From an optimization exercise on the open Yosys and OpenROAD flow, aimed at small area; shortcuts taken in it are not production practice. RTL that was checked went through simulation tests only; none was proved equivalent to the original. The RTL of run 3 was laid out without a check of its function. No driver is modelled on the clock port, so clocking that relies on it looks cheaper here than on a real chip.

$ cat flow/config.mk
export PLATFORM = sky130hd
export DESIGN_NAME = pellet_tracker
export DESIGN_NICKNAME = pellet_tracker
export VERILOG_FILES = /design/flow/design.v
export SDC_FILE = /design/flow/constraint.sdc
export NUM_CORES = 4
export LEC_CHECK = 0
export ABC_AREA = 1
export CAP_MARGIN = 20
export CORE_MARGIN = 2
export CORE_UTILIZATION = 65
export CTS_BUF_LIST = sky130_fd_sc_hd__clkbuf_16
export CTS_CLUSTER_DIAMETER = 60
export CTS_CLUSTER_SIZE = 30
export GPL_TIMING_DRIVEN = 0
export PLACE_DENSITY = 0.75
export SETUP_SLACK_MARGIN = 0.15
export SLEW_MARGIN = 20
export SYNTH_HIERARCHICAL = 1
$ cat flow/constraint.sdc
create_clock -name core_clock -period 10.0 [get_ports {clk}]
set_input_delay 2.0000 -clock core_clock [delete_from_list [all_inputs] [get_ports {clk}]]
set_output_delay 2.0000 -clock core_clock [all_outputs]
set_load 0.01 [all_outputs]
$ cat flow/design.v
package pacman_pkg;
  localparam int GRID_W       = 28;
  localparam int GRID_H       = 31;
  localparam int N_CELLS      = GRID_W * GRID_H;
  localparam int TILE_SHIFT   = 3;
  localparam int MAZE_X0      = 204;
  localparam int MAZE_Y0      = 30;
  localparam int PELLET_PTS   = 10;
  localparam int POWER_PTS    = 50;
  localparam int POWER_FRAMES = 360;
  localparam int N_GROUPS     = 6;
  localparam int N_TRIPS      = 11;    
  typedef enum logic [1:0] {CELL_NONE = 2'b00, CELL_PELLET = 2'b01, CELL_POWER = 2'b10} cell_t;
  typedef enum logic [1:0] {INIT, IDLE, RD, EAT} state_t;
endpackage
module pellet_ram (
  input  logic       clk,
  input  logic       we,
  input  logic [3:0] trip,
  input  logic [2:0] grp,
  input  logic       pol,
  input  logic [7:0] wd,
  output logic [7:0] rd
);
  localparam int NT = pacman_pkg::N_TRIPS - 1;   
  localparam int NR = NT * pacman_pkg::N_GROUPS + 2;
  logic [NR-1:0][7:0] tap;
  logic [NR-1:0] hot;
  logic [7:0] rdx;
  logic [3:0][7:0] wdq;
  for (genvar q = 0; q < 4; q++) begin : g_quarter
    pellet_pol u_pol (.wd(wd), .pol(pol), .wdx(wdq[q]));
  end
  logic [NR-1:0] sel, keep;
  pellet_dec #(.NT(NT), .NR(NR)) u_dec (.we(we), .trip(trip), .grp(grp), .hot(hot), .sel(sel), .keep(keep));
  for (genvar r = 0; r < NR; r++) begin : g_ring
    localparam int T = r < NT * pacman_pkg::N_GROUPS ? r / pacman_pkg::N_GROUPS : NT;
    localparam int G = r < NT * pacman_pkg::N_GROUPS ? r % pacman_pkg::N_GROUPS : r - NT * pacman_pkg::N_GROUPS;
    localparam int W = T < NT && G == 0 ? 5 : 8;
    logic [W-1:0] a, b, c;
    always_ff @(posedge clk) begin
      a <= ~((c | {W{sel[r]}}) & (wdq[r / 16][W-1:0] | {W{keep[r]}}));   
      b <= a;
      c <= b;
    end
    if (W == 8) begin : g_w8
      assign tap[r] = c;
    end else begin : g_w5
      assign tap[r] = {{(8 - W){pol}}, c};   
    end
  end
  always_comb begin
    rdx = '0;
    for (int i = 0; i < NR; i++) rdx = rdx | (tap[i] & {8{hot[i]}});
  end
  assign rd = rdx ^ {8{pol}};
endmodule
module pellet_dec #(
  parameter int NT = 10,
  parameter int NR = 62
) (
  input  logic          we,
  input  logic [3:0]    trip,
  input  logic [2:0]    grp,
  output logic [NR-1:0] hot,
  output logic [NR-1:0] sel,
  output logic [NR-1:0] keep
);
  assign sel = {NR{we}} & hot;
  assign keep = ~sel;
  for (genvar r = 0; r < NR; r++) begin : g_hot
    localparam int T = r < NT * pacman_pkg::N_GROUPS ? r / pacman_pkg::N_GROUPS : NT;
    localparam int G = r < NT * pacman_pkg::N_GROUPS ? r % pacman_pkg::N_GROUPS : r - NT * pacman_pkg::N_GROUPS;
    if (T < NT) begin : g_col
      assign hot[r] = trip == 4'(T) && grp == 3'(G);
    end else begin : g_last
      assign hot[r] = trip == 4'(T) && (grp >= 3'd3) == (G == 1);
    end
  end
endmodule
module pellet_pol (
  input  logic [7:0] wd,
  input  logic       pol,
  output logic [7:0] wdx
);
  assign wdx = wd ^ {8{pol}};
endmodule
module pellet_tracker (
  input  logic        clk,
  input  logic        rst_n,
  input  logic        frame_tick,
  input  logic        level_start,
  input  logic [9:0]  pm_xpos,
  input  logic [9:0]  pm_ypos,
  output logic [9:0]  rom_addr,
  input  logic [1:0]  rom_pellet,
  output logic        busy,
  output logic        eat_pulse,
  output logic [15:0] score,
  output logic [9:0]  pellets_left,
  output logic        level_clear,
  output logic        power_active
);
  pacman_pkg::state_t state;
  logic [3:0] trip;       
  logic [2:0] grp;        
  logic [2:0] pos;        
  logic [1:0] when;       
  logic [1:0] ph;         
  logic       pol;        
  logic [6:0] acc;        
  function automatic logic [9:0] unpack3(input logic [7:0] v);
    case (v)
      8'd0: unpack3 = 10'b0000000000;
      8'd1: unpack3 = 10'b0000000001;
      8'd2: unpack3 = 10'b0000000010;
      8'd3: unpack3 = 10'b0000000100;
      8'd4: unpack3 = 10'b0000000101;
      8'd5: unpack3 = 10'b0000000110;
      8'd6: unpack3 = 10'b0000001000;
      8'd7: unpack3 = 10'b0000001001;
      8'd8: unpack3 = 10'b0000001010;
      8'd9: unpack3 = 10'b0000010000;
      8'd10: unpack3 = 10'b0000010001;
      8'd11: unpack3 = 10'b0000010010;
      8'd12: unpack3 = 10'b0000010100;
      8'd13: unpack3 = 10'b0000010101;
      8'd14: unpack3 = 10'b0000010110;
      8'd15: unpack3 = 10'b0000011000;
      8'd16: unpack3 = 10'b0000011001;
      8'd17: unpack3 = 10'b0000011010;
      8'd18: unpack3 = 10'b0000100000;
      8'd19: unpack3 = 10'b0000100001;
      8'd20: unpack3 = 10'b0000100010;
      8'd21: unpack3 = 10'b0000100100;
      8'd22: unpack3 = 10'b0000100101;
      8'd23: unpack3 = 10'b0000100110;
      8'd24: unpack3 = 10'b0000101000;
      8'd25: unpack3 = 10'b0000101001;
      8'd26: unpack3 = 10'b0000101010;
      8'd27: unpack3 = 10'b0001000000;
      8'd28: unpack3 = 10'b0001000001;
      8'd29: unpack3 = 10'b0001000010;
      8'd30: unpack3 = 10'b0001000100;
      8'd31: unpack3 = 10'b0001000101;
      8'd32: unpack3 = 10'b0001000110;
      8'd33: unpack3 = 10'b0001001000;
      8'd34: unpack3 = 10'b0001001001;
      8'd35: unpack3 = 10'b0001001010;
      8'd36: unpack3 = 10'b0001010000;
      8'd37: unpack3 = 10'b0001010001;
      8'd38: unpack3 = 10'b0001010010;
      8'd39: unpack3 = 10'b0001010100;
      8'd40: unpack3 = 10'b0001010101;
      8'd41: unpack3 = 10'b0001010110;
      8'd42: unpack3 = 10'b0001011000;
      8'd43: unpack3 = 10'b0001011001;
      8'd44: unpack3 = 10'b0001011010;
      8'd45: unpack3 = 10'b0001100000;
      8'd46: unpack3 = 10'b0001100001;
      8'd47: unpack3 = 10'b0001100010;
      8'd48: unpack3 = 10'b0001100100;
      8'd49: unpack3 = 10'b0001100101;
      8'd50: unpack3 = 10'b0001100110;
      8'd51: unpack3 = 10'b0001101000;
      8'd52: unpack3 = 10'b0001101001;
      8'd53: unpack3 = 10'b0001101010;
      8'd54: unpack3 = 10'b0010000000;
      8'd55: unpack3 = 10'b0010000001;
      8'd56: unpack3 = 10'b0010000010;
      8'd57: unpack3 = 10'b0010000100;
      8'd58: unpack3 = 10'b0010000101;
      8'd59: unpack3 = 10'b0010000110;
      8'd60: unpack3 = 10'b0010001000;
      8'd61: unpack3 = 10'b0010001001;
      8'd62: unpack3 = 10'b0010001010;
      8'd63: unpack3 = 10'b0010010000;
      8'd64: unpack3 = 10'b0010010001;
      8'd65: unpack3 = 10'b0010010010;
      8'd66: unpack3 = 10'b0010010100;
      8'd67: unpack3 = 10'b0010010101;
      8'd68: unpack3 = 10'b0010010110;
      8'd69: unpack3 = 10'b0010011000;
      8'd70: unpack3 = 10'b0010011001;
      8'd71: unpack3 = 10'b0010011010;
      8'd72: unpack3 = 10'b0010100000;
      8'd73: unpack3 = 10'b0010100001;
      8'd74: unpack3 = 10'b0010100010;
      8'd75: unpack3 = 10'b0010100100;
      8'd76: unpack3 = 10'b0010100101;
      8'd77: unpack3 = 10'b0010100110;
      8'd78: unpack3 = 10'b0010101000;
      8'd79: unpack3 = 10'b0010101001;
      8'd80: unpack3 = 10'b0010101010;
      8'd81: unpack3 = 10'b0100000000;
      8'd82: unpack3 = 10'b0100000001;
      8'd83: unpack3 = 10'b0100000010;
      8'd84: unpack3 = 10'b0100000100;
      8'd85: unpack3 = 10'b0100000101;
      8'd86: unpack3 = 10'b0100000110;
      8'd87: unpack3 = 10'b0100001000;
      8'd88: unpack3 = 10'b0100001001;
      8'd89: unpack3 = 10'b0100001010;
      8'd90: unpack3 = 10'b0100010000;
      8'd91: unpack3 = 10'b0100010001;
      8'd92: unpack3 = 10'b0100010010;
      8'd93: unpack3 = 10'b0100010100;
      8'd94: unpack3 = 10'b0100010101;
      8'd95: unpack3 = 10'b0100010110;
      8'd96: unpack3 = 10'b0100011000;
      8'd97: unpack3 = 10'b0100011001;
      8'd98: unpack3 = 10'b0100011010;
      8'd99: unpack3 = 10'b0100100000;
      8'd100: unpack3 = 10'b0100100001;
      8'd101: unpack3 = 10'b0100100010;
      8'd102: unpack3 = 10'b0100100100;
      8'd103: unpack3 = 10'b0100100101;
      8'd104: unpack3 = 10'b0100100110;
      8'd105: unpack3 = 10'b0100101000;
      8'd106: unpack3 = 10'b0100101001;
      8'd107: unpack3 = 10'b0100101010;
      8'd108: unpack3 = 10'b0101000000;
      8'd109: unpack3 = 10'b0101000001;
      8'd110: unpack3 = 10'b0101000010;
      8'd111: unpack3 = 10'b0101000100;
      8'd112: unpack3 = 10'b0101000101;
      8'd113: unpack3 = 10'b0101000110;
      8'd114: unpack3 = 10'b0101001000;
      8'd115: unpack3 = 10'b0101001001;
      8'd116: unpack3 = 10'b0101001010;
      8'd117: unpack3 = 10'b0101010000;
      8'd118: unpack3 = 10'b0101010001;
      8'd119: unpack3 = 10'b0101010010;
      8'd120: unpack3 = 10'b0101010100;
      8'd121: unpack3 = 10'b0101010101;
      8'd122: unpack3 = 10'b0101010110;
      8'd123: unpack3 = 10'b0101011000;
      8'd124: unpack3 = 10'b0101011001;
      8'd125: unpack3 = 10'b0101011010;
      8'd126: unpack3 = 10'b0101100000;
      8'd127: unpack3 = 10'b0101100001;
      8'd128: unpack3 = 10'b0101100010;
      8'd129: unpack3 = 10'b0101100100;
      8'd130: unpack3 = 10'b0101100101;
      8'd131: unpack3 = 10'b0101100110;
      8'd132: unpack3 = 10'b0101101000;
      8'd133: unpack3 = 10'b0101101001;
      8'd134: unpack3 = 10'b0101101010;
      8'd135: unpack3 = 10'b0110000000;
      8'd136: unpack3 = 10'b0110000001;
      8'd137: unpack3 = 10'b0110000010;
      8'd138: unpack3 = 10'b0110000100;
      8'd139: unpack3 = 10'b0110000101;
      8'd140: unpack3 = 10'b0110000110;
      8'd141: unpack3 = 10'b0110001000;
      8'd142: unpack3 = 10'b0110001001;
      8'd143: unpack3 = 10'b0110001010;
      8'd144: unpack3 = 10'b0110010000;
      8'd145: unpack3 = 10'b0110010001;
      8'd146: unpack3 = 10'b0110010010;
      8'd147: unpack3 = 10'b0110010100;
      8'd148: unpack3 = 10'b0110010101;
      8'd149: unpack3 = 10'b0110010110;
      8'd150: unpack3 = 10'b0110011000;
      8'd151: unpack3 = 10'b0110011001;
      8'd152: unpack3 = 10'b0110011010;
      8'd153: unpack3 = 10'b0110100000;
      8'd154: unpack3 = 10'b0110100001;
      8'd155: unpack3 = 10'b0110100010;
      8'd156: unpack3 = 10'b0110100100;
      8'd157: unpack3 = 10'b0110100101;
      8'd158: unpack3 = 10'b0110100110;
      8'd159: unpack3 = 10'b0110101000;
      8'd160: unpack3 = 10'b0110101001;
      8'd161: unpack3 = 10'b0110101010;
      8'd162: unpack3 = 10'b1000000000;
      8'd163: unpack3 = 10'b1000000001;
      8'd164: unpack3 = 10'b1000000010;
      8'd165: unpack3 = 10'b1000000100;
      8'd166: unpack3 = 10'b1000000101;
      8'd167: unpack3 = 10'b1000000110;
      8'd168: unpack3 = 10'b1000001000;
      8'd169: unpack3 = 10'b1000001001;
      8'd170: unpack3 = 10'b1000001010;
      8'd171: unpack3 = 10'b1000010000;
      8'd172: unpack3 = 10'b1000010001;
      8'd173: unpack3 = 10'b1000010010;
      8'd174: unpack3 = 10'b1000010100;
      8'd175: unpack3 = 10'b1000010101;
      8'd176: unpack3 = 10'b1000010110;
      8'd177: unpack3 = 10'b1000011000;
      8'd178: unpack3 = 10'b1000011001;
      8'd179: unpack3 = 10'b1000011010;
      8'd180: unpack3 = 10'b1000100000;
      8'd181: unpack3 = 10'b1000100001;
      8'd182: unpack3 = 10'b1000100010;
      8'd183: unpack3 = 10'b1000100100;
      8'd184: unpack3 = 10'b1000100101;
      8'd185: unpack3 = 10'b1000100110;
      8'd186: unpack3 = 10'b1000101000;
      8'd187: unpack3 = 10'b1000101001;
      8'd188: unpack3 = 10'b1000101010;
      8'd189: unpack3 = 10'b1001000000;
      8'd190: unpack3 = 10'b1001000001;
      8'd191: unpack3 = 10'b1001000010;
      8'd192: unpack3 = 10'b1001000100;
      8'd193: unpack3 = 10'b1001000101;
      8'd194: unpack3 = 10'b1001000110;
      8'd195: unpack3 = 10'b1001001000;
      8'd196: unpack3 = 10'b1001001001;
      8'd197: unpack3 = 10'b1001001010;
      8'd198: unpack3 = 10'b1001010000;
      8'd199: unpack3 = 10'b1001010001;
      8'd200: unpack3 = 10'b1001010010;
      8'd201: unpack3 = 10'b1001010100;
      8'd202: unpack3 = 10'b1001010101;
      8'd203: unpack3 = 10'b1001010110;
      8'd204: unpack3 = 10'b1001011000;
      8'd205: unpack3 = 10'b1001011001;
      8'd206: unpack3 = 10'b1001011010;
      8'd207: unpack3 = 10'b1001100000;
      8'd208: unpack3 = 10'b1001100001;
      8'd209: unpack3 = 10'b1001100010;
      8'd210: unpack3 = 10'b1001100100;
      8'd211: unpack3 = 10'b1001100101;
      8'd212: unpack3 = 10'b1001100110;
      8'd213: unpack3 = 10'b1001101000;
      8'd214: unpack3 = 10'b1001101001;
      8'd215: unpack3 = 10'b1001101010;
      8'd216: unpack3 = 10'b1010000000;
      8'd217: unpack3 = 10'b1010000001;
      8'd218: unpack3 = 10'b1010000010;
      8'd219: unpack3 = 10'b1010000100;
      8'd220: unpack3 = 10'b1010000101;
      8'd221: unpack3 = 10'b1010000110;
      8'd222: unpack3 = 10'b1010001000;
      8'd223: unpack3 = 10'b1010001001;
      8'd224: unpack3 = 10'b1010001010;
      8'd225: unpack3 = 10'b1010010000;
      8'd226: unpack3 = 10'b1010010001;
      8'd227: unpack3 = 10'b1010010010;
      8'd228: unpack3 = 10'b1010010100;
      8'd229: unpack3 = 10'b1010010101;
      8'd230: unpack3 = 10'b1010010110;
      8'd231: unpack3 = 10'b1010011000;
      8'd232: unpack3 = 10'b1010011001;
      8'd233: unpack3 = 10'b1010011010;
      8'd234: unpack3 = 10'b1010100000;
      8'd235: unpack3 = 10'b1010100001;
      8'd236: unpack3 = 10'b1010100010;
      8'd237: unpack3 = 10'b1010100100;
      8'd238: unpack3 = 10'b1010100101;
      8'd239: unpack3 = 10'b1010100110;
      8'd240: unpack3 = 10'b1010101000;
      8'd241: unpack3 = 10'b1010101001;
      8'd242: unpack3 = 10'b1010101010;
      default: unpack3 = 10'b0;
    endcase
  endfunction
  function automatic logic [5:0] row_split(input logic [5:0] yq);
    case (yq)
      6'd4: row_split = {4'd0, 2'd0};
      6'd5: row_split = {4'd0, 2'd1};
      6'd6: row_split = {4'd0, 2'd2};
      6'd7: row_split = {4'd1, 2'd0};
      6'd8: row_split = {4'd1, 2'd1};
      6'd9: row_split = {4'd1, 2'd2};
      6'd10: row_split = {4'd2, 2'd0};
      6'd11: row_split = {4'd2, 2'd1};
      6'd12: row_split = {4'd2, 2'd2};
      6'd13: row_split = {4'd3, 2'd0};
      6'd14: row_split = {4'd3, 2'd1};
      6'd15: row_split = {4'd3, 2'd2};
      6'd16: row_split = {4'd4, 2'd0};
      6'd17: row_split = {4'd4, 2'd1};
      6'd18: row_split = {4'd4, 2'd2};
      6'd19: row_split = {4'd5, 2'd0};
      6'd20: row_split = {4'd5, 2'd1};
      6'd21: row_split = {4'd5, 2'd2};
      6'd22: row_split = {4'd6, 2'd0};
      6'd23: row_split = {4'd6, 2'd1};
      6'd24: row_split = {4'd6, 2'd2};
      6'd25: row_split = {4'd7, 2'd0};
      6'd26: row_split = {4'd7, 2'd1};
      6'd27: row_split = {4'd7, 2'd2};
      6'd28: row_split = {4'd8, 2'd0};
      6'd29: row_split = {4'd8, 2'd1};
      6'd30: row_split = {4'd8, 2'd2};
      6'd31: row_split = {4'd9, 2'd0};
      6'd32: row_split = {4'd9, 2'd1};
      6'd33: row_split = {4'd9, 2'd2};
      6'd34: row_split = {4'd10, 2'd0};
      default: row_split = 6'b0;
    endcase
  endfunction
  function automatic logic [5:0] col_split(input logic [4:0] xq);
    case (xq)
      5'd26: col_split = {3'd0, 3'd2};
      5'd27: col_split = {3'd0, 3'd3};
      5'd28: col_split = {3'd0, 3'd4};
      5'd29: col_split = {3'd1, 3'd0};
      5'd30: col_split = {3'd1, 3'd1};
      5'd31: col_split = {3'd1, 3'd2};
      5'd0: col_split = {3'd1, 3'd3};
      5'd1: col_split = {3'd1, 3'd4};
      5'd2: col_split = {3'd2, 3'd0};
      5'd3: col_split = {3'd2, 3'd1};
      5'd4: col_split = {3'd2, 3'd2};
      5'd5: col_split = {3'd2, 3'd3};
      5'd6: col_split = {3'd2, 3'd4};
      5'd7: col_split = {3'd3, 3'd0};
      5'd8: col_split = {3'd3, 3'd1};
      5'd9: col_split = {3'd3, 3'd2};
      5'd10: col_split = {3'd3, 3'd3};
      5'd11: col_split = {3'd3, 3'd4};
      5'd12: col_split = {3'd4, 3'd0};
      5'd13: col_split = {3'd4, 3'd1};
      5'd14: col_split = {3'd4, 3'd2};
      5'd15: col_split = {3'd4, 3'd3};
      5'd16: col_split = {3'd4, 3'd4};
      5'd17: col_split = {3'd5, 3'd0};
      5'd18: col_split = {3'd5, 3'd1};
      5'd19: col_split = {3'd5, 3'd2};
      5'd20: col_split = {3'd5, 3'd3};
      5'd21: col_split = {3'd5, 3'd4};
      default: col_split = 6'b0;
    endcase
  endfunction
  function automatic logic x_in(input logic [6:0] q);
    case (q)
      7'd26, 7'd27, 7'd28, 7'd29, 7'd30, 7'd31, 7'd32, 7'd33, 7'd34, 7'd35, 7'd36, 7'd37, 7'd38, 7'd39, 7'd40, 7'd41, 7'd42, 7'd43, 7'd44, 7'd45, 7'd46, 7'd47, 7'd48, 7'd49, 7'd50, 7'd51, 7'd52, 7'd53: x_in = 1'b1;
      default: x_in = 1'b0;
    endcase
  endfunction
  function automatic logic y_in(input logic [6:0] q);
    case (q)
      7'd4, 7'd5, 7'd6, 7'd7, 7'd8, 7'd9, 7'd10, 7'd11, 7'd12, 7'd13, 7'd14, 7'd15, 7'd16, 7'd17, 7'd18, 7'd19, 7'd20, 7'd21, 7'd22, 7'd23, 7'd24, 7'd25, 7'd26, 7'd27, 7'd28, 7'd29, 7'd30, 7'd31, 7'd32, 7'd33, 7'd34: y_in = 1'b1;
      default: y_in = 1'b0;
    endcase
  endfunction
  logic [6:0] xq, yq;
  logic accept, look;
  logic [3:0] a_trip;
  logic [2:0] a_grp, a_pos;
  logic [1:0] a_row3, a_ph, a_when;
  assign xq = pm_xpos[9:3];
  assign yq = pm_ypos[9:3];
  assign accept = pm_xpos[2:0] == 3'd0 && pm_ypos[2:0] == 3'd2 && x_in(xq) && y_in(yq);
  assign {a_grp, a_pos} = col_split(xq[4:0]);
  always_comb begin
    {a_trip, a_row3} = row_split(yq[5:0]);
  end
  always_comb begin
    case ({a_row3, a_grp})
      {2'd0, 3'd0}, {2'd0, 3'd3}, {2'd1, 3'd1}, {2'd1, 3'd4}, {2'd2, 3'd2}, {2'd2, 3'd5}: a_ph = 2'd0;
      {2'd1, 3'd0}, {2'd1, 3'd3}, {2'd2, 3'd1}, {2'd2, 3'd4}, {2'd0, 3'd2}, {2'd0, 3'd5}: a_ph = 2'd1;
      default: a_ph = 2'd2;
    endcase
  end
  always_comb begin
    case ({a_ph, ph})
      {2'd0, 2'd0}, {2'd1, 2'd1}, {2'd2, 2'd2}: a_when = 2'd0;
      {2'd1, 2'd0}, {2'd2, 2'd1}, {2'd0, 2'd2}: a_when = 2'd1;
      default: a_when = 2'd2;
    endcase
  end
  assign look = state == pacman_pkg::IDLE && frame_tick && accept;
  logic [3:0] m_trip;
  logic [2:0] m_grp, m_pos;
  logic [7:0] m_rd, m_wd, m_new, pw;
  logic [1:0] digit, eat_digit, rom_cell;
  logic m_we, tap_now, load_done, word_done;
  logic [7:0] word_in;
  assign m_trip = state == pacman_pkg::IDLE ? a_trip : trip;
  assign m_grp  = state == pacman_pkg::IDLE ? a_grp : grp;
  assign m_pos  = state == pacman_pkg::IDLE ? a_pos : pos;
  pellet_ram u_ram (
    .clk  (clk),
    .we   (m_we),
    .pol  (pol),
    .trip (m_trip),
    .grp  (m_grp),
    .wd   (m_wd),
    .rd   (m_rd)
  );
  logic [9:0] dg;
  assign dg = unpack3(m_rd);
  always_comb begin
    case (m_pos)
      3'd0: begin digit = dg[9:8]; pw = 8'd81; end
      3'd1: begin digit = dg[7:6]; pw = 8'd27; end
      3'd2: begin digit = dg[5:4]; pw = 8'd9; end
      3'd3: begin digit = dg[3:2]; pw = 8'd3; end
      default: begin digit = dg[1:0]; pw = 8'd1; end
    endcase
  end
  logic [7:0] sub1, sub2;
  assign sub1 = m_rd - pw;
  assign sub2 = m_rd - {pw[6:0], 1'b0};
  assign m_new = digit[1] ? sub2 : digit[0] ? sub1 : m_rd;
  assign tap_now = look ? a_when == 2'd0
                 : state == pacman_pkg::RD ? when == 2'd1
                 : state == pacman_pkg::EAT && when == 2'd2;
  assign rom_cell = rom_pellet == 2'b11 ? pacman_pkg::CELL_NONE : rom_pellet;
  assign word_in = 8'(acc) * 8'd3 + 8'(rom_cell);
  assign word_done = pos == 3'd4;
  assign load_done = word_done && trip == 4'd10 && grp == 3'd5;
  assign busy = state == pacman_pkg::INIT;
  assign m_we = busy ? word_done : tap_now;
  assign m_wd = busy ? word_in : m_new;
  assign eat_digit = state == pacman_pkg::EAT && when == 2'd2 ? digit : acc[1:0];
  logic hit, is_power;
  logic [16:0] sum;
  assign hit = eat_digit == pacman_pkg::CELL_PELLET || eat_digit == pacman_pkg::CELL_POWER;
  assign is_power = eat_digit == pacman_pkg::CELL_POWER;
  logic [16:0] sum_p, sum_x;
  assign sum_p = {1'b0, score} + 17'(pacman_pkg::PELLET_PTS);
  assign sum_x = {1'b0, score} + 17'(pacman_pkg::POWER_PTS);
  assign sum = is_power ? sum_x : sum_p;
  always_ff @(posedge clk or negedge rst_n)
    if (!rst_n) state <= pacman_pkg::INIT;
    else if (level_start) state <= pacman_pkg::INIT;
    else case (state)
      pacman_pkg::INIT: if (load_done) state <= pacman_pkg::IDLE;
      pacman_pkg::IDLE: if (frame_tick && accept) state <= pacman_pkg::RD;
      pacman_pkg::RD:   state <= pacman_pkg::EAT;
      default:          state <= pacman_pkg::IDLE;
    endcase
  always_ff @(posedge clk)
    if (busy && pos == 3'd5) ph <= 2'd1;
    else ph <= ph == 2'd2 ? 2'd0 : ph + 2'd1;
  always_ff @(posedge clk)
    if (busy && pos == 3'd5) pol <= 1'b0;
    else if (ph == 2'd2) pol <= ~pol;
  always_ff @(posedge clk or negedge rst_n)
    if (!rst_n) pos <= 3'd5;
    else if (level_start) pos <= 3'd5;
    else if (busy) begin
      if (pos == 3'd5 || (word_done && grp == 3'd5)) pos <= 3'd2;
      else if (word_done) pos <= 3'd0;
      else pos <= pos + 3'd1;
    end else if (look) pos <= a_pos;
  always_ff @(posedge clk)
    if (!level_start) begin
      if (busy) begin
        if (pos == 3'd5) begin
          trip <= '0;
          grp <= '0;
          when <= '0;
          acc <= '0;
        end else if (word_done) begin
          acc <= '0;
          grp <= grp == 3'd5 ? 3'd0 : grp + 3'd1;
          if (grp == 3'd5) begin
            when <= when == 2'd2 ? 2'd0 : when + 2'd1;
            if (when == 2'd2) trip <= trip + 4'd1;
          end
        end else acc <= 7'(word_in);
      end else if (look) begin
        trip <= a_trip;
        grp <= a_grp;
        when <= a_when;
        if (a_when == 2'd0) acc[1:0] <= digit;
      end else if (state == pacman_pkg::RD && when == 2'd1) acc[1:0] <= digit;
    end
  always_ff @(posedge clk or negedge rst_n)
    if (!rst_n) begin
      rom_addr <= '0;
      score <= '0;
      pellets_left <= '0;
      eat_pulse <= 1'b0;
      level_clear <= 1'b0;
    end else begin
      eat_pulse <= 1'b0;
      if (level_start) begin
        rom_addr <= '0;
        pellets_left <= '0;
        level_clear <= 1'b0;
      end else if (state == pacman_pkg::INIT) begin
        rom_addr <= rom_addr == 10'(pacman_pkg::N_CELLS - 1) ? rom_addr : rom_addr + 10'd1;
        if (pos != 3'd5 && rom_cell != pacman_pkg::CELL_NONE) pellets_left <= pellets_left + 10'd1;
      end else if (state == pacman_pkg::EAT && hit) begin
        eat_pulse <= 1'b1;
        score <= sum[16] ? 16'hFFFF : sum[15:0];
        if (pellets_left != '0) pellets_left <= pellets_left - 10'd1;
        if (pellets_left == 10'd1) level_clear <= 1'b1;
      end
    end
  logic [8:0] timer;
  always_ff @(posedge clk or negedge rst_n)
    if (!rst_n) timer <= '0;
    else if (level_start) timer <= '0;
    else if (state == pacman_pkg::EAT && hit && is_power) timer <= 9'(pacman_pkg::POWER_FRAMES);
    else if (frame_tick && timer != '0) timer <= timer - 9'd1;
  assign power_active = timer != '0;
endmodule
$ cat flow/flow/run.sh
#!/bin/bash
set -euo pipefail
CTS="-sink_clustering_enable -repair_clock_nets -dont_use_dummy_load -sink_clustering_size 30 -sink_clustering_max_diameter 90 -buf_list sky130_fd_sc_hd__clkbuf_16"
bash standard.sh "CTS_ARGS=$CTS" "REMOVE_ABC_BUFFERS=1" "BUFFER_PORTS_ARGS=-buffer_cell sky130_fd_sc_hd__buf_2" finish > flow_make.log 2>&1
$ cat flow/standard.sh
#!/bin/bash
# synth_recipe.tcl (not shown) runs the flow's synth.tcl, then flattens the netlist and writes it again
# the make line also repeats each setting of config.mk as NAME=value (left out here)
make -C /OpenROAD-flow-scripts/flow DESIGN_CONFIG=/design/flow/config.mk WORK_HOME=/design/flow/orfs CLKGATE_MAP_FILE= SYNTH_SCRIPT=/design/flow/synth_recipe.tcl "${@:-finish}"
==> summary.md, run 1 <==
| Metric | Value |
|---|---|
| Congestion Overflow GR | `0` |
| Drt wl/cell | `19.4 um` |
| Sequential element share of the synthesized area | `66.4%` |
| Leading post-synthesis cells by cell area | `dfxtp_1, nand2_1, o22ai_1` |
| Cts bufs inserted | `57` |
| Drt first pass iters | `6` |
| Status | `timing/DRC/antenna clean` |
| Post-place setup slack | `-1.42 ns` |
| Synth unique cells | `52` |
| GPL Wtd Cong | `about 0.9` |
| Worst min-delay path category | `flip-flop to flip-flop` |
| Least-Margin Pin Slew | `approximately 1.1 ns` |
| Initial antenna violation count | `0` |
| Area Growth Syn to Fin | `5.23%` |
| Startpoint type of the worst setup path | `input pin` |
| Design Area, Final | `47300 um2` |
| Worst setup margin | `between 0.7 and 0.8 ns` |
| CP Data Required Time | `between 10 and 15 ns` |
| Final Hold Fails | `0` |
| Hold path cells | `0` |
| Antenna-violating nets left | `0` |
| Starting Density | `65.6%` |
| Max Cap Viol | `0` |
| Worst Reg-to-Reg Cells | `46` |
| DP HPWL | `a little over 70000 um` |
| # IOs | `66` |
| Port Buffers | `65` |
| Kind of critical path | `input pin to flip-flop` |
| Synth Instances | `approximately 4700` |
| Fin util | `69.0%` |
| Max-slew violation count | `0` |
| Post-synth EDFFs | `16` |
| Slowest-stage cell, CP | `o21ai_0` |
| Top cell type's share of synthesized area | `62.4%` |
| Max Clk Rate | `0.109 GHz` |
| Die height | `between 200 and 300 um` |
| Via count | `30700` |
| Clk buf depth | `3` |
| Clk latency of the worst-skew pair | `0.67 ns` |
| Via density | `5.64` |
| Critical Path AT | `9.72 ns` |
| Setup TNS | `0 ns` |
| Vias in the first global route | `28900` |
| Placement Cell Area | `about 45000 um2` |
| CTS sink cnt | `1469` |
| Filler-free cell count of the finished design | `~5400` |
| DRC | `0` |
| Rel. slew slack | `25.1%` |
| Tmin final | `a little over 9 ns` |
| Most used DFF post-synth | `dfxtp_1` |
| Share of layout cells above drive strength 1 | `6.68%` |
| Largest net degree at the start of global routing | `62` |
| Crit path capture type | `flip-flop` |
| Core Box Area | `68500 um2` |
| Total Routed Length | `105000 um` |
| Yosys Warn Count | `8` |
| Global Route Usage Sum | `28.9%` |
| # rows | `96` |
| Initial drt markers | `slightly below 3000` |
| Post-CTS Hold Buffers | `0` |
| H-tree Lvls | `2` |
| Worst path max stage delay | `0.75 ns` |
| Synth Cell Area | `44900 um2` |
| CP most frequent cell | `nand2_1` |
| Fin Clk Skew | `0.0820 ns` |
| Fin crit share | `between 90 and 100%` |
| Synth area leader | `dfxtp_1` |
| Post-synth ARST share | `under 10%` |
| Inst Count DP | `5371` |
| CTS Root Cell | `clkbuf_16` |
| Antenna diodes | `0` |
| RSZ-0062 raised after global routing | `false` |
| CTS tree | `done` |
| # setup viols final | `0` |
| Mean Syn Cell Area | `9.60 um2` |
| Die ar. | `around 71000 um2` |
| Clock Pin Slew Worst Setup and Hold Paths | `between 0.1 and 0.15 ns` |
| Final nets | `4651` |
| First-pass GRT wire length | `around 160000 um` |
| Critical path fanouts, max | `19` |
| Flip-flop and latch count after synthesis | `1469` |
| Die width | `267 um` |
Yosys stat by module, one instance, submodules excluded, excerpt:
module	area, um2	copies in the design
pellet_pol	135	4
pellet_tracker	7710	1
pellet_ram	35500	1
area by class of cell:
| cell class | count | area (um2) |
|---|---|---|
| multi-input combinational | 2734 | 13500 |
| timing repair buffer | 77 | 563 |
| tap | 882 | 1100 |
| inverter | 215 | 813 |
| fill | 5207 | 21200 |
| clock buffer | 57 | 1430 |
| sequential | 1469 | 29800 |
cells by family (layout without fill, tap and decap cells):
| family | Yosys count | count (layout) | share of synthesized area [%] |
|---|---|---|---|
| and+or+nand+nor | 1986 | 1987 | 17.9 |
| adders and majority gates | 71 | 71 | 2.04 |
| DFF | 1469 | 1469 | 66.4 |
| xor gates and xnor gates | 25 | 25 | 0.488 |
| buffers and inverters | 477 | 349 | 4.39 |
| AOI/OAI and AO/OA | 651 | 651 | 8.77 |
sequential cells by signal, indices dropped and copies added (netlist names):
name and flops:
pos 3, pellets_left 10, when 2, eat_pulse 1, acc 7, score 16
ph 2, timer 9, level_clear 1, u_ram.g_ring.c 466, u_ram.g_ring.b 466, state 2
grp 3, pol 1, u_ram.g_ring.a 466, rom_addr 10, trip 4
Yosys cell counts (11+ instances only):
cell      instances
nor2_1          346
clkbuf_1        161
o22ai_1         474
xor2_1           14
xnor2_1          11
buf_2            74
edfxtp_1         16
buf_1            14
nand2_2          24
nand4_1          13
o21ai_0          77
nand2_1        1345
dfxtp_1        1401
inv_1           188
nand3_1         144
nor2_2           14
inv_2            24
dfrtp_1          50
o21ai_1          16
nor3_1           64
a21oi_1          58
ha_1             67
metal layers:
layer	wire length, um	global-route usage, %	up-vias
met5	0	0	-
met4	4010	10.1	0
met3	7680	3.34	231
met2	47300	45.9	1149
met1	46300	41.3	14400
li1	-	-	14900
per-stage QoR:
| stage | hold WS (ns) |
|---|---|
| after floorplan | 0.310 |
| after global placement | 0.310 |
| after detailed placement | 0.312 |
| after CTS | 0.250 |
| after global routing | 0.252 |
| final | 0.253 |
timing repair:
| item | 4_1_cts | 5_1_grt |
|---|---|---|
| endpoints found under the setup margin | 264 | 115 |
| hold endpoints to repair | 0 | 0 |
| cloned | 0 | 1 |
| pin swaps | 0 | 4 |
| setup buffers | 0 | 5 |
| resized for setup | 14 | 97 |
final timing paths:
| kind | from | end | slack, ns |
|---|---|---|---|
| min reg2reg | u_ram.g_ring[42].b[4]$_DFF_P_ | u_ram.g_ring[42].c[4]$_DFF_P_ | 0.25 |
| min in group asynchronous | rst_n | score[0]$_DFFE_PN0P_ | 1.40 |
| max in group asynchronous | rst_n | rom_addr[1]$_DFFE_PN0P_ | 8.09 |
| max | pm_ypos[8] | score[14]$_DFFE_PN0P_ | 0.79 |
| max reg2reg | state[1]$_DFFE_PN0P_ | score[14]$_DFFE_PN0P_ | 0.90 |
| min | u_ram.g_ring[42].b[4]$_DFF_P_ | u_ram.g_ring[42].c[4]$_DFF_P_ | 0.25 |
layout by cell type, fill, tap and decap left out, types with 4 or more instances in the layout:
cell type,count
a21oi_1,57
ha_1,66
nand2_1,1335
dfrtp_1,50
o211ai_1,5
nand3_2,9
nand2_4,11
buf_4,4
nor3_1,63
o22ai_1,474
nand2_2,24
o21ai_1,16
xnor2_1,11
inv_2,25
or2_2,5
nand3_1,141
nor2_4,24
nor2_2,49
nor2_1,293
nand4_1,13
xor2_1,14
inv_1,186
buf_16,5
nand3b_1,4
clkbuf_16,57
edfxtp_1,16
o21ai_0,72
fa_1,4
dfxtp_1,1400
buf_2,64
critical path, delay by kind of cell:
kind	cells	cell delay, ns
AO/OA/AOI/OAI	6	1.60
adder cells (fa/ha/maj)	2	0.62
buffers and inverters	10	1.28
AND/OR/NAND/NOR	28	4.17
==> run 2: changes to the inputs <==
--- a/flow/design.v
+++ b/flow/design.v
@@ -494,10 +494,7 @@
       default: begin digit = dg[1:0]; pw = 8'd1; end
     endcase
   end
-  logic [7:0] sub1, sub2;
-  assign sub1 = m_rd - pw;
-  assign sub2 = m_rd - {pw[6:0], 1'b0};
-  assign m_new = digit[1] ? sub2 : digit[0] ? sub1 : m_rd;
+  assign m_new = m_rd - (digit[1] ? {pw[6:0], 1'b0} : digit[0] ? pw : 8'd0);
   assign tap_now = look ? a_when == 2'd0
                  : state == pacman_pkg::RD ? when == 2'd1
                  : state == pacman_pkg::EAT && when == 2'd2;
@@ -539,7 +536,7 @@
       if (pos == 3'd5 || (word_done && grp == 3'd5)) pos <= 3'd2;
       else if (word_done) pos <= 3'd0;
       else pos <= pos + 3'd1;
-    end else if (look) pos <= a_pos;
+    end else if (state == pacman_pkg::IDLE) pos <= a_pos;
   always_ff @(posedge clk)
     if (!level_start) begin
       if (busy) begin
@@ -556,11 +553,11 @@
             if (when == 2'd2) trip <= trip + 4'd1;
           end
         end else acc <= 7'(word_in);
-      end else if (look) begin
+      end else if (state == pacman_pkg::IDLE) begin
         trip <= a_trip;
         grp <= a_grp;
         when <= a_when;
-        if (a_when == 2'd0) acc[1:0] <= digit;
+        acc[1:0] <= digit;
       end else if (state == pacman_pkg::RD && when == 2'd1) acc[1:0] <= digit;
     end
   always_ff @(posedge clk or negedge rst_n)
==> summary.md, run 2 <==
| Metric | Value |
|---|---|
| Sequential Area | `29800 um2 (unchanged)` |
| DRC | `0 (unchanged)` |
| Post-Synth XOR/XNOR Area | `0.294% (was 0.488%)` |
| Rel. slew slack | `29.0% (was 25.1%)` |
| Top-count cell post-synth | `dfxtp_1 (unchanged)` |
| Via density | `5.67 (was 5.64)` |
| Clk buf depth | `3 (unchanged)` |
| Top Registers | `u_ram.g_ring.a (466), u_ram.g_ring.b (466), u_ram.g_ring.c (466) (unchanged)` |
| Worst Setup SP | `pm_xpos[4] (was pm_ypos[8])` |
| Clock Pin Slew Worst Setup and Hold Paths | `0.10 ns (was 0.11 ns)` |
| Multiplexer share of the synthesized area | `0.0224% (was 0%)` |
| Global Route Usage Sum | `28.4% (was 28.9%)` |
| RSZ-0062 raised after global routing | `false (unchanged)` |
| Congestion Overflow GR | `0 (unchanged)` |
| Least-Margin Pin Slew | `1.06 ns (was 1.12 ns)` |
| Commonest non-fill, non-tap cells in the layout | `dfxtp_1, nand2_1, o22ai_1 (unchanged)` |
| Die ar. | `70800 um2 (was 71200 um2)` |
| Crit path capture type | `flip-flop (unchanged)` |
| Top cell type's share of synthesized area | `62.9% (was 62.4%)` |
| Die height | `266 um (was 267 um)` |
| Slowest-stage cell, CP | `nand2_1 (was o21ai_0)` |
| Fin Clk Skew | `0.0808 ns (was 0.0820 ns)` |
| Drt wl/cell | `19.5 um (was 19.4 um)` |
| Setup TNS | `0 ns (unchanged)` |
| Kind of critical path | `input pin to flip-flop (unchanged)` |
| Filler-free cell count of the finished design | `5372 (was 5434)` |
| Status | `timing/DRC/antenna clean (unchanged)` |
| Total Routed Length | `105000 um (about the same)` |
| Core Box Area | `68200 um2 (was 68500 um2)` |
| Adder-cell area share of the yosys netlist | `2.01% (was 2.04%)` |
| CP most frequent cell | `nand2_1 (unchanged)` |
| Port Buffers | `65 (unchanged)` |
| Commonest non-fill, non-tap cell in the layout | `dfxtp_1 (unchanged)` |
| Max Cap Viol | `0 (unchanged)` |
| Min-delay src | `u_ram.g_ring[54].b[0]$_DFF_P_ (was u_ram.g_ring[42].b[4]$_DFF_P_)` |
| Drt first pass iters | `7 (was 6)` |
| Post-place setup slack | `-2.12 ns (was -1.42 ns)` |
| # rows | `96 (unchanged)` |
| CTS sink cnt | `1469 (unchanged)` |
| Max-slew violation count | `0 (unchanged)` |
| Synth area leader | `dfxtp_1 (unchanged)` |
| Critical Path AT | `10.04 ns (was 9.72 ns)` |
| Worst min-delay path category | `flip-flop to flip-flop (unchanged)` |
| Synth Cell Area | `44600 um2 (was 44900 um2)` |
| Synth top cells by count | `dfxtp_1, nand2_1, o22ai_1, nor2_1, inv_1 (unchanged)` |
| Post-CTS Hold Buffers | `0 (unchanged)` |
| Worst setup margin | `0.493 ns (was 0.790 ns)` |
| Critical path fanouts, max | `16 (was 19)` |
| Inst Count DP | `5292 (was 5371)` |
| Met2 Wirelength | `46400 um (was 47300 um)` |
| CP Data Required Time | `10.53 ns (was 10.51 ns)` |
| H-tree Lvls | `2 (unchanged)` |
| Die width | `266 um (was 267 um)` |
| Top delay family on crit path | `simple AND/OR/NAND/NOR gates (unchanged)` |
| Synth Area in Compound Gates | `9.26% (was 8.77%)` |
| Post-Synth Simple-Gate Area | `17.3% (was 17.9%)` |
| Filler cell count in the final layout | `5228 (was 5207)` |
| Share of layout cells above drive strength 1 | `7.17% (was 6.68%)` |
| Initial drt markers | `3021 (was 2904)` |
| Cts bufs inserted | `56 (was 57)` |
| Mean Syn Cell Area | `9.68 um2 (was 9.60 um2)` |
| DR WL met3 | `7360 um (was 7680 um)` |
| Fin crit share | `95.1% (was 92.1%)` |
| Largest net degree at the start of global routing | `62 (unchanged)` |
| Startpoint type of the worst setup path | `input pin (unchanged)` |
| Final nets | `4588 (was 4651)` |
| Worst path max stage delay | `0.58 ns (was 0.75 ns)` |
| Flip-flop and latch count after synthesis | `1469 (unchanged)` |
| Largest family of logic cells by synthesized area | `simple AND/OR/NAND/NOR gates (unchanged)` |
| # IOs | `66 (unchanged)` |
| Leading post-synthesis cells by cell area | `dfxtp_1, nand2_1, o22ai_1 (unchanged)` |
| GPL Wtd Cong | `0.900 (was 0.924)` |
| Synth Instances | `4609 (was 4679)` |
| # setup viols final | `0 (unchanged)` |
| DP HPWL | `68500 um (was 70700 um)` |
| Tmin final | `9.51 ns (was 9.21 ns)` |
| Initial antenna violation count | `0 (unchanged)` |
| Antenna-violating nets left | `0 (unchanged)` |
| Via count | `30400 (was 30700)` |
| Yosys Warn Count | `8 (unchanged)` |
| Synth unique cells | `59 (was 52)` |
| Post-synth ARST share | `3.54% (unchanged)` |
| Most used DFF post-synth | `dfxtp_1 (unchanged)` |
| R2R Path Start | `state[1]$_DFFE_PN0P_ (unchanged)` |
| Antenna diodes | `0 (unchanged)` |
| Clk latency of the worst-skew pair | `0.66 ns (was 0.67 ns)` |
| Final Hold Fails | `0 (unchanged)` |
| Post-synth EDFFs | `16 (unchanged)` |
| CTS Root Cell | `clkbuf_16 (unchanged)` |
| Starting Density | `65.4% (was 65.6%)` |
| First-pass GRT wire length | `157000 um (was 160000 um)` |
| CTS tree | `done (unchanged)` |
| Area Growth Syn to Fin | `5.29% (was 5.23%)` |
| Top sig layer | `met4 (unchanged)` |
| WP buf/inv | `7 (was 10)` |
| Footprint of the multi-input gates | `13300 um2 (was 13500 um2)` |
| Max Clk Rate | `0.105 GHz (was 0.109 GHz)` |
| Sequential element share of the synthesized area | `66.9% (was 66.4%)` |
| Met1 Wirelength | `47400 um (was 46300 um)` |
| Vias in the first global route | `28400 (was 28900)` |
| Fin util | `68.9% (was 69.0%)` |
run 2: cell count changes in the layout (fill, tap and decap cells not counted), sizes merged, moves of 4 or more:
cell,previous run,this run
a21oi,58,63
a22oi,0,4
a31oi,3,8
buf,77,87
inv,211,190
nand2,1371,1343
nand3,153,135
nand4,13,9
nor2,367,352
nor3,64,57
o21ai,94,112
xor2,14,6
run 2: stage by stage:
stage,hold slack (ns),instance area (um2)
after global placement,0.309,44900
after floorplan,0.310,43400
after detailed placement,0.312,44900
after global routing,0.300,47000
after CTS,0.301,46500
final,0.298,47000
run 2: cells by family (layout without fill, tap and decap cells):
family                     after synthesis  count (layout)
and+or+nand+nor                       1912            1916
DFF                                   1469            1469
AOI/OAI and AO/OA                      681             681
buffers and inverters                  461             338
adders and majority gates               70              70
xor gates and xnor gates                15              15
muxes                                    1               1
run 2: layout make-up:
type / count / area share (%)
multi-input cells: 2683 / 28.4
repair inverters: 1 / 0.0107
repair buffers: 87 / 1.17
clock buffers: 56 / 2.98
inverters: 194 / 1.58
well taps: 882 / 2.35
flip-flops and latches: 1469 / 63.5
run 2: worst reg2reg max path: cells and delay by family, from the launching register on:
family,cells,cell delay (ns)
DFF,1,0.42
and+or+nand+nor,31,4.32
adders and majority gates,3,1.30
AOI/OAI and AO/OA,5,1.42
buffers and inverters,8,1.54
run 2: Yosys stat by module, one instance, submodules excluded, excerpt:
module | flops+latches | area, um2 | cells
pellet_tracker | 71 | 7420 | 1140
pellet_pol | 0 | 135 | 34
pellet_ram | 1398 | 35500 | 3047
run 2: timing repair:
| action | 4_1_cts | 5_1_grt |
|---|---|---|
| hold endpoints to repair | 0 | 0 |
| cloned | 0 | 5 |
| resized for setup | 32 | 93 |
| endpoints found under the setup margin | 491 | 467 |
| buffers inserted | 0 | 19 |
| pin swaps | 0 | 8 |
run 2: worst paths after layout:
path	cells after the start	slack, ns	endpoint
setup / recovery	49	0.49	u_ram.g_ring[6].a[3]$_DFF_P_
hold / removal	0	0.30	u_ram.g_ring[54].c[0]$_DFF_P_
setup reg to reg	47	0.90	u_ram.g_ring[6].a[3]$_DFF_P_
hold reg to reg	0	0.30	u_ram.g_ring[54].c[0]$_DFF_P_
max in group asynchronous	1	8.09	pos[1]$_DFF_PN0_
min in group asynchronous	1	1.38	score[15]$_DFFE_PN0P_
run 2: routing by layer:
metal | GRT usage (%) | vias up
li1 | - | 14800
met1 | 41.2 | 14400
met2 | 44.0 | 1062
met3 | 3.94 | 236
met4 | 9.91 | 0
met5 | 0 | -
==> run 3: changes to the inputs <==
--- a/flow/design.v
+++ b/flow/design.v
@@ -26,11 +26,8 @@
   localparam int NR = NT * pacman_pkg::N_GROUPS + 2;
   logic [NR-1:0][7:0] tap;
   logic [NR-1:0] hot;
-  logic [7:0] rdx;
-  logic [3:0][7:0] wdq;
-  for (genvar q = 0; q < 4; q++) begin : g_quarter
-    pellet_pol u_pol (.wd(wd), .pol(pol), .wdx(wdq[q]));
-  end
+  logic [7:0] wdx, rdx;
+  assign wdx = wd ^ {8{pol}};
   logic [NR-1:0] sel, keep;
   pellet_dec #(.NT(NT), .NR(NR)) u_dec (.we(we), .trip(trip), .grp(grp), .hot(hot), .sel(sel), .keep(keep));
   for (genvar r = 0; r < NR; r++) begin : g_ring
@@ -39,7 +36,7 @@
     localparam int W = T < NT && G == 0 ? 5 : 8;
     logic [W-1:0] a, b, c;
     always_ff @(posedge clk) begin
-      a <= ~((c | {W{sel[r]}}) & (wdq[r / 16][W-1:0] | {W{keep[r]}}));   
+      a <= ~((c | {W{sel[r]}}) & (wdx[W-1:0] | {W{keep[r]}}));   
       b <= a;
       c <= b;
     end
@@ -78,13 +75,6 @@
     end
   end
 endmodule
-module pellet_pol (
-  input  logic [7:0] wd,
-  input  logic       pol,
-  output logic [7:0] wdx
-);
-  assign wdx = wd ^ {8{pol}};
-endmodule
 module pellet_tracker (
   input  logic        clk,
   input  logic        rst_n,
@@ -527,8 +517,7 @@
     if (busy && pos == 3'd5) ph <= 2'd1;
     else ph <= ph == 2'd2 ? 2'd0 : ph + 2'd1;
   always_ff @(posedge clk)
-    if (busy && pos == 3'd5) pol <= 1'b0;
-    else if (ph == 2'd2) pol <= ~pol;
+    if (ph == 2'd2) pol <= ~pol;
   always_ff @(posedge clk or negedge rst_n)
     if (!rst_n) pos <= 3'd5;
     else if (level_start) pos <= 3'd5;
==> summary.md, run 3 <==
| Metric | Value |
|---|---|
| Status | `timing/DRC/antenna clean (unchanged)` |
| Post-CTS Hold Buffers | `0 (unchanged)` |
| Cts bufs inserted | `56 (unchanged)` |
| R2r setup slk | `0.94 ns (was 0.90 ns)` |
| Core Box Area | `67300 um2 (was 68200 um2)` |
| Synth area leader | `dfxtp_1 (unchanged)` |
| Area Growth Syn to Fin | `7.62% (was 5.29%)` |
| Worst min-delay path category | `flip-flop to flip-flop (unchanged)` |
| Hold WS | `0.275 ns (was 0.298 ns)` |
| Mean Syn Cell Area | `9.85 um2 (was 9.68 um2)` |
| Crit path capture type | `flip-flop (unchanged)` |
| DP HPWL | `72400 um (was 68500 um)` |
| Footprint of the multi-input gates | `13000 um2 (was 13300 um2)` |
| Post-place setup slack | `-1.61 ns (was -2.12 ns)` |
| CTS tree | `done (unchanged)` |
| CP Depth | `49 (unchanged)` |
| Fin crit share | `93.7% (was 95.1%)` |
| Total Routed Length | `106000 um (was 105000 um)` |
| Share of layout cells above drive strength 1 | `7.84% (was 7.17%)` |
| Worst Reg-to-Reg Cells | `48 (was 47)` |
| Via density | `5.70 (was 5.67)` |
| Yosys Warn Count | `8 (unchanged)` |
| Adder-cell area share of the yosys netlist | `2.03% (was 2.01%)` |
| WP buf/inv | `10 (was 7)` |
| Port Buffers | `65 (unchanged)` |
| CP most frequent cell | `nand2_1 (unchanged)` |
| Clk latency of the worst-skew pair | `0.68 ns (was 0.66 ns)` |
| CP Data Required Time | `10.45 ns (was 10.53 ns)` |
| Largest net degree at the start of global routing | `62 (unchanged)` |
| Flip-flop and latch count after synthesis | `1469 (unchanged)` |
| First-pass GRT wire length | `160000 um (was 157000 um)` |
| Die width | `265 um (was 266 um)` |
| Filler cell count in the final layout | `4951 (was 5228)` |
| Clk buf depth | `3 (unchanged)` |
| Synth Cell Area | `44200 um2 (was 44600 um2)` |
| Die height | `265 um (was 266 um)` |
| Die ar. | `70100 um2 (was 70800 um2)` |
| Startpoint type of the worst setup path | `input pin (unchanged)` |
| Clock Pin Slew Worst Setup and Hold Paths | `0.10 ns (about the same)` |
| GPL Wtd Cong | `0.928 (was 0.900)` |
| Initial antenna violation count | `2 (was 0)` |
| Max Clk Rate | `0.107 GHz (was 0.105 GHz)` |
| Drt wl/cell | `20.1 um (was 19.5 um)` |
| Filler-free cell count of the finished design | `5287 (was 5372)` |
| Critical Path AT | `9.82 ns (was 10.04 ns)` |
| Synth Instances | `4486 (was 4609)` |
| Post-synth EDFFs | `17 (was 16)` |
| H-tree Lvls | `2 (unchanged)` |
| # rows | `95 (was 96)` |
| Kind of critical path | `input pin to flip-flop (unchanged)` |
| Initial drt markers | `3179 (was 3021)` |
| Top delay family on crit path | `simple AND/OR/NAND/NOR gates (unchanged)` |
| DRC | `0 (unchanged)` |
| Critical path fanouts, max | `18 (was 16)` |
| Vias in the first global route | `28000 (was 28400)` |
| Top cell type's share of synthesized area | `63.4% (was 62.9%)` |
| Final Hold Fails | `0 (unchanged)` |
| Synth unique cells | `60 (was 59)` |
| Post-Synth Simple-Gate Area | `16.6% (was 17.3%)` |
| Worst setup margin | `0.633 ns (was 0.493 ns)` |
| Multiplexer share of the synthesized area | `0% (was 0.0224%)` |
| Rel. slew slack | `28.2% (was 29.0%)` |
| Commonest non-fill, non-tap cell in the layout | `dfxtp_1 (unchanged)` |
| Leading post-synthesis cells by cell area | `dfxtp_1, nand2_1, o22ai_1 (unchanged)` |
| Top-count cell post-synth | `dfxtp_1 (unchanged)` |
| CTS Root Cell | `clkbuf_16 (unchanged)` |
| Tmin final | `9.37 ns (was 9.51 ns)` |
| Starting Density | `65.7% (was 65.4%)` |
| Fin Clk Skew | `0.103 ns (was 0.0808 ns)` |
| Congestion Overflow GR | `0 (unchanged)` |
| Antenna-violating nets left | `0 (unchanged)` |
| Via count | `30200 (was 30400)` |
| Sequential Area | `29800 um2 (about the same)` |
| Worst path max stage delay | `0.63 ns (was 0.58 ns)` |
| Slowest-stage cell, CP | `nor2_1 (was nand2_1)` |
| CTS sink cnt | `1469 (unchanged)` |
| Inst Count DP | `5200 (was 5292)` |
| Synth Area in Compound Gates | `9.30% (was 9.26%)` |
| Most used DFF post-synth | `dfxtp_1 (unchanged)` |
| Max-slew violation count | `0 (unchanged)` |
| Commonest non-fill, non-tap cells in the layout | `dfxtp_1, nand2_1, o22ai_1 (unchanged)` |
| # IOs | `66 (unchanged)` |
| Post-Synth XOR/XNOR Area | `0.555% (was 0.294%)` |
| Largest family of logic cells by synthesized area | `simple AND/OR/NAND/NOR gates (unchanged)` |
| Drt first pass iters | `6 (was 7)` |
| Synth top cells by count | `dfxtp_1, nand2_1, o22ai_1, nor2_1, inv_1 (unchanged)` |
| Hold path cells | `0 (unchanged)` |
| Least-Margin Pin Slew | `1.07 ns (was 1.06 ns)` |
| Top Registers | `u_ram.g_ring.a (466), u_ram.g_ring.b (466), u_ram.g_ring.c (466) (unchanged)` |
| Post-synth ARST share | `3.54% (unchanged)` |
| RSZ-0062 raised after global routing | `false (unchanged)` |
| Final nets | `4510 (was 4588)` |
| Global Route Usage Sum | `29.5% (was 28.4%)` |
| # setup viols final | `0 (unchanged)` |
| Max Cap Viol | `0 (unchanged)` |
| Sequential element share of the synthesized area | `67.5% (was 66.9%)` |
[run 3: cell families after synthesis]
group	count (synthesis)
compound gates	680
fa+ha+maj	70
xor+xnor	22
buf+inv	428
flops	1469
simple gates	1817
[run 3: metrics by stage]
stage,TNS (ns),util (%),area [um2]
2_1_floorplan,0,-,43100
3_3_place_gp,-3127.50,66.1,44500
3_5_place_dp,-484.35,67.8,45600
4_1_cts,0,70.1,47100
5_1_grt,0,70.7,47600
6_report,0,70.7,47600
[run 3: area by class of cell]
type                       count  share of cell area [%]
sequential                  1469                    62.7
multi-input combinational   2591                    27.4
timing repair buffer         129                    3.24
clock buffer                  56                    2.95
tap                          873                    2.30
inverter                     167                    1.36
antenna                        2                  0.0105
[run 3: metal layers]
metal | track usage [%] | wire (um)
met5 | 0 | 0
met4 | 11.8 | 4280
met1 | 43.8 | 48400
met2 | 44.3 | 46000
met3 | 3.27 | 7540
[run 3: per-module statistics from Yosys, one instance, submodules excluded, a selection]
module	copies in the design	cell area, um2
pellet_tracker	1	7450
pellet_ram	1	35600
[run 3: repair_timing]
item                                   in CTS  in global routing
resized for setup                          33                 64
setup endpoints to repair                 442                383
buffers inserted                            5                 22
pin swaps                                   3                  7
cloned                                      1                  1
endpoints found under the hold margin       0                  0
[run 3: worst paths after layout]
path	to	from
worst max-delay path	u_ram.g_ring[60].a[6]$_DFF_P_	pm_ypos[5]
worst min-delay path	u_ram.g_ring[31].c[0]$_DFF_P_	u_ram.g_ring[31].b[0]$_DFF_P_
worst max register to register	u_ram.g_ring[60].a[6]$_DFF_P_	state[1]$_DFFE_PN0P_
worst min register to register	u_ram.g_ring[31].c[0]$_DFF_P_	u_ram.g_ring[31].b[0]$_DFF_P_
max in group asynchronous	timer[5]$_DFFE_PN0P_	rst_n
min in group asynchronous	rom_addr[2]$_DFFE_PN0P_	rst_n

[separate check: timing with driven ports]
The results above use ideal ports. As a check the final layouts listed here were re-extracted and re-timed, cells and wires unchanged.
Step 1: set_driving_cell puts a clkbuf_16 on clk and a buf_2 on each other input, an assumption about the parent block.
Step 2 times the ports against the registers' clock, not the clock port: input delays grow and output delays shrink by t, the midpoint of the rising clock arrivals with the driver on.
Three values: ideal, step 1, step 2; two values: the first two.
run | shift t [ns] | setup WS [ns] | hold slack, ns | worst setup path at the end | worst register clock-pin slew, ns
run 1 | 0.693 | 0.790 / 0.821 / 0.128 | 0.253 / 0.253 / 0.253 | input to register | 0.11 / 0.11
run 2 | 0.685 | 0.493 / 0.532 / -0.153 | 0.298 / 0.298 / 0.298 | input to register | 0.11 / 0.11
run 3 | 0.691 | 0.633 / 0.637 / -0.053 | 0.275 / 0.275 / 0.275 | input to register | 0.12 / 0.12
With both steps, setup timing fails in run 2 and run 3, where it was met with ideal ports. The setup slack of run 3, which loses most, moves by +0.004 ns with the drivers and by -0.686 ns with both steps.
